Background: an optimization exercise with open tools, aiming at small area, a short achievable clock period and few clock cycles per item. Do not read the settings as production practice.
RTL that was checked went through simulation tests only; none was proved equivalent to the original.

Setup of build 96:
// tea_cipher_engine
module tea_cipher_engine #(
  parameter int          ROUNDS     = 32,
  parameter bit          READY_COMB = 1'b0,   
  parameter int          ADDER      = 2,
  parameter logic [31:0] DELTA      = 32'h9E3779B9
) (
  input  logic         clk,
  input  logic         reset,
  input  logic         in_valid,
  output logic         in_ready,
  input  logic         in_mode,
  input  logic [63:0]  in_data,
  input  logic [127:0] in_key,
  output logic         out_valid,
  input  logic         out_ready,
  output logic [63:0]  out_data,
  output logic         out_mode,
  output logic         busy
);
export LEC_CHECK = 0
export CAP_MARGIN = 20
export CORE_MARGIN = 2
export CORE_UTILIZATION = 55
export GPL_ROUTABILITY_DRIVEN = 0
export SLEW_MARGIN = 20
create_clock -name core_clock -period 12.0 [get_ports {clk}]
standard.sh (not shown) runs the stock make flow with config.mk's settings and CLKGATE_MAP_FILE= SYNTH_SCRIPT=/design/flow/synth_recipe.tcl, a recipe that flattens the netlist after the stock synthesis.
==> flow/flow/run.sh <==
#!/bin/bash
# Standard ORFS layout with these changes:
# - synthesis is synth_recipe.tcl with ABC run on flow/map.abc (delay-targeted mapping),
# - no full/half-adder cell extraction before ABC, so ABC sees the whole datapath,
# - ports are buffered with the smallest buffer, buf_1,
# - timing repair aims at a setup margin of 7 ns, well past what the 12 ns clock needs.
# The make output goes to make_finish.log; each step's full log is under orfs/logs/.
set -euo pipefail
W=$(pwd)
export MY_ABC_SCRIPT=$W/flow/map.abc
export MY_ABC_D=3000
bash standard.sh SYNTH_SCRIPT=$W/flow/synth.tcl ADDER_MAP_FILE= SETUP_SLACK_MARGIN=7 \
  "BUFFER_PORTS_ARGS=-buffer_cell sky130_fd_sc_hd__buf_1" finish > $W/make_finish.log 2>&1
==> flow/flow/map.abc <==
strash
dch
map -D 3000
topo
buffer -c
upsize -c
dnsize -c
==> flow/flow/synth.tcl <==
proc synth {args} { yosys synth -nofsm -noshare {*}$args }
# ABC with yosys's own delay-driven script (no -script) and the delay target MY_ABC_D ps.
proc abc {args} {
  set out {}
  set skip 0
  foreach a $args {
    if {$skip} { set skip 0; continue }
    if {$a eq "-script" || $a eq "-D"} { set skip 1; continue }
    lappend out $a
  }
  if {[info exists ::env(MY_ABC_SCRIPT)] && $::env(MY_ABC_SCRIPT) ne ""} { lappend out -script $::env(MY_ABC_SCRIPT) }
  lappend out -D $::env(MY_ABC_D)
  puts "abc override: $out"
  yosys abc {*}$out
}
source $::env(SCRIPTS_DIR)/synth.tcl
# left out here: clear keep_hierarchy, flatten, clean up, hide names made inside functions, write 1_2_yosys.v
Testbench counts of build 96, summed over its fixed seeds: cycles 85,105, items 1,280.
> inputs changed (build 96 -> build 70)
- swapping 55 for 70 in CORE_UTILIZATION
- clearing GPL_ROUTABILITY_DRIVEN, which used to be 0
Findings:
Sequential share of layout area: build 96 vs build 70 — no meaningful difference. Register-to-register slack delta (build 70 − build 96): unfavourable. Higher cell count among build 96 and build 70: build 96. Build 70 was carried through to the last stage, and its layout satisfied the timing, DRC and antenna checks. Smallest setup slack after layout delta for build 70 relative to build 96: 0.094 ns lower.
The inputs of build 64 differ from those of build 70 as listed below.
- CORE_UTILIZATION now 55, was 70
-- flow/flow/run.sh --
<<< build 70, line 11
export MY_ABC_D=3000
>>> build 64, line 11
export MY_ABC_D=4000
-- flow/flow/map.abc --
<<< build 70, line 3
map -D 3000
>>> build 64, line 3
map -D 4000
### Flow results
- Build 64: full flow OK, the timing, DRC and antenna checks passed
- [build 64] non-clock buffer area fraction after layout rose 0.77 points relative to build 70
- Summary of build 64 over build 70: sequential share of layout area shows a reduction of 0.60 points; arrival time at the worst endpoint shows an increase of 0.18 ns; maximum frequency from static timing analysis shows a reduction of about 4%.
- Build 70 leaves more setup margin than build 64.
- Re slew at the pin with the worst max-slew slack: build 70 and build 64 aren't equal, and the lower value belongs to build 64.
diff inputs: build 64 => build 46
- TNS_END_PERCENT newly set to 5
-- flow/flow/run.sh --
<<< build 64, line 11
export MY_ABC_D=4000
>>> build 46, line 11
export MY_ABC_D=3000
-- flow/flow/map.abc --
<<< build 64, line 3
map -D 4000
>>> build 46, line 3
map -D 3000
Looking at the reports, build 46 completed the entire flow and the layout it produced met the timing, DRC and antenna checks. Instance count after placement with tap cells included for build 46 is lower than for build 64. Build 46 against build 64; count of cell instances traversed by the critical path is down by more than 10%. Going from build 64 to build 46, fmax grows by 9.3 MHz. In the metrics for build 46 and build 64, the one carrying the lower design area is build 46.

* * *

tea_cipher_engine, a different RTL version from the one above (not shown whole).
For scale: roughly 1700 cells after synthesis, roughly 200 flip-flops, roughly 270 I/O pins, ~17000 um2 of cells after synthesis.
clock: 12.0 ns
lec_check: 0
cap_margin: 20
core_margin: 2
core_utilization: 40
setup_slack_margin: 5
slew_margin: 20
run.sh (not shown) runs the stock make flow with config.mk's settings and CLKGATE_MAP_FILE= SYNTH_SCRIPT=/design/flow/synth_recipe.tcl, a recipe that flattens the netlist after the stock synthesis.
Stock flow here: none of the scripts above is used.
Then changed:
==> flow/flow/run.sh (new file) <==
#!/bin/bash
# Standard ORFS layout with two changes: no full/half-adder cell extraction before ABC
# (ABC then sees and times the whole datapath), and timing repair aimed at a tighter
# setup margin than the 12 ns clock needs. Each step's full log is under orfs/logs/.
set -euo pipefail
MARGIN=${MARGIN:-7}
bash standard.sh ADDER_MAP_FILE= SETUP_SLACK_MARGIN=$MARGIN finish > make_finish.log 2>&1
==> flow/standard.sh (new file) <==
#!/bin/bash
# synth_recipe.tcl (not shown) runs the flow's synth.tcl, then flattens the netlist and writes it again
# the make line also repeats each setting of config.mk as NAME=value (left out here)
make -C /OpenROAD-flow-scripts/flow DESIGN_CONFIG=/design/flow/config.mk WORK_HOME=/design/flow/orfs CLKGATE_MAP_FILE= SYNTH_SCRIPT=/design/flow/synth_recipe.tcl "${@:-finish}"
Settings changed: SETUP_SLACK_MARGIN 5 to not set.
removed: flow/run.sh
Result: Clock-buffer cell count fell by 9. Via count rose by 26%. Cell count came out higher by 14%. Wire length went up by 28%.
No run of this note included a check of the RTL's function; only the layout flow was run.

[static timing again, ports no longer ideal]
In the flow no input, the clock included, has a driving cell. The finished layouts below were timed again as built, in two steps. Step 1: set_driving_cell puts a clkbuf_16 on clk and a buf_2 on each other input, an assumption about the parent block. Step 2 also shifts input and output timing later by t, the mid clock arrival at the registers, as if the neighbouring blocks saw the same clock. a / b / c = ideal / step 1 / step 2; a / b = the first two.
| run | shift t [ns] | setup WS [ns] | worst register clock-pin slew, ns | cell pins on the clock port's net |
|---|---|---|---|---|
| build 96 | 0.591 | 7.226 / 7.226 / 7.226 | 0.07 / 0.07 | 1 |
| build 70 | 0.581 | 7.132 / 7.132 / 7.132 | 0.07 / 0.07 | 1 |
| build 64 | 0.597 | 6.922 / 6.922 / 6.922 | 0.06 / 0.06 | 1 |
| build 46 | 0.587 | 7.150 / 7.150 / 7.150 | 0.06 / 0.06 | 1 |
| the first run of note 2 | 0.592 | 3.765 / 3.765 / 3.765 | 0.06 / 0.06 | 1 |
| the second run of note 2 | 0.592 | 6.019 / 6.019 / 6.019 | 0.06 / 0.06 | 1 |
After both steps setup and hold are still met in every run listed.
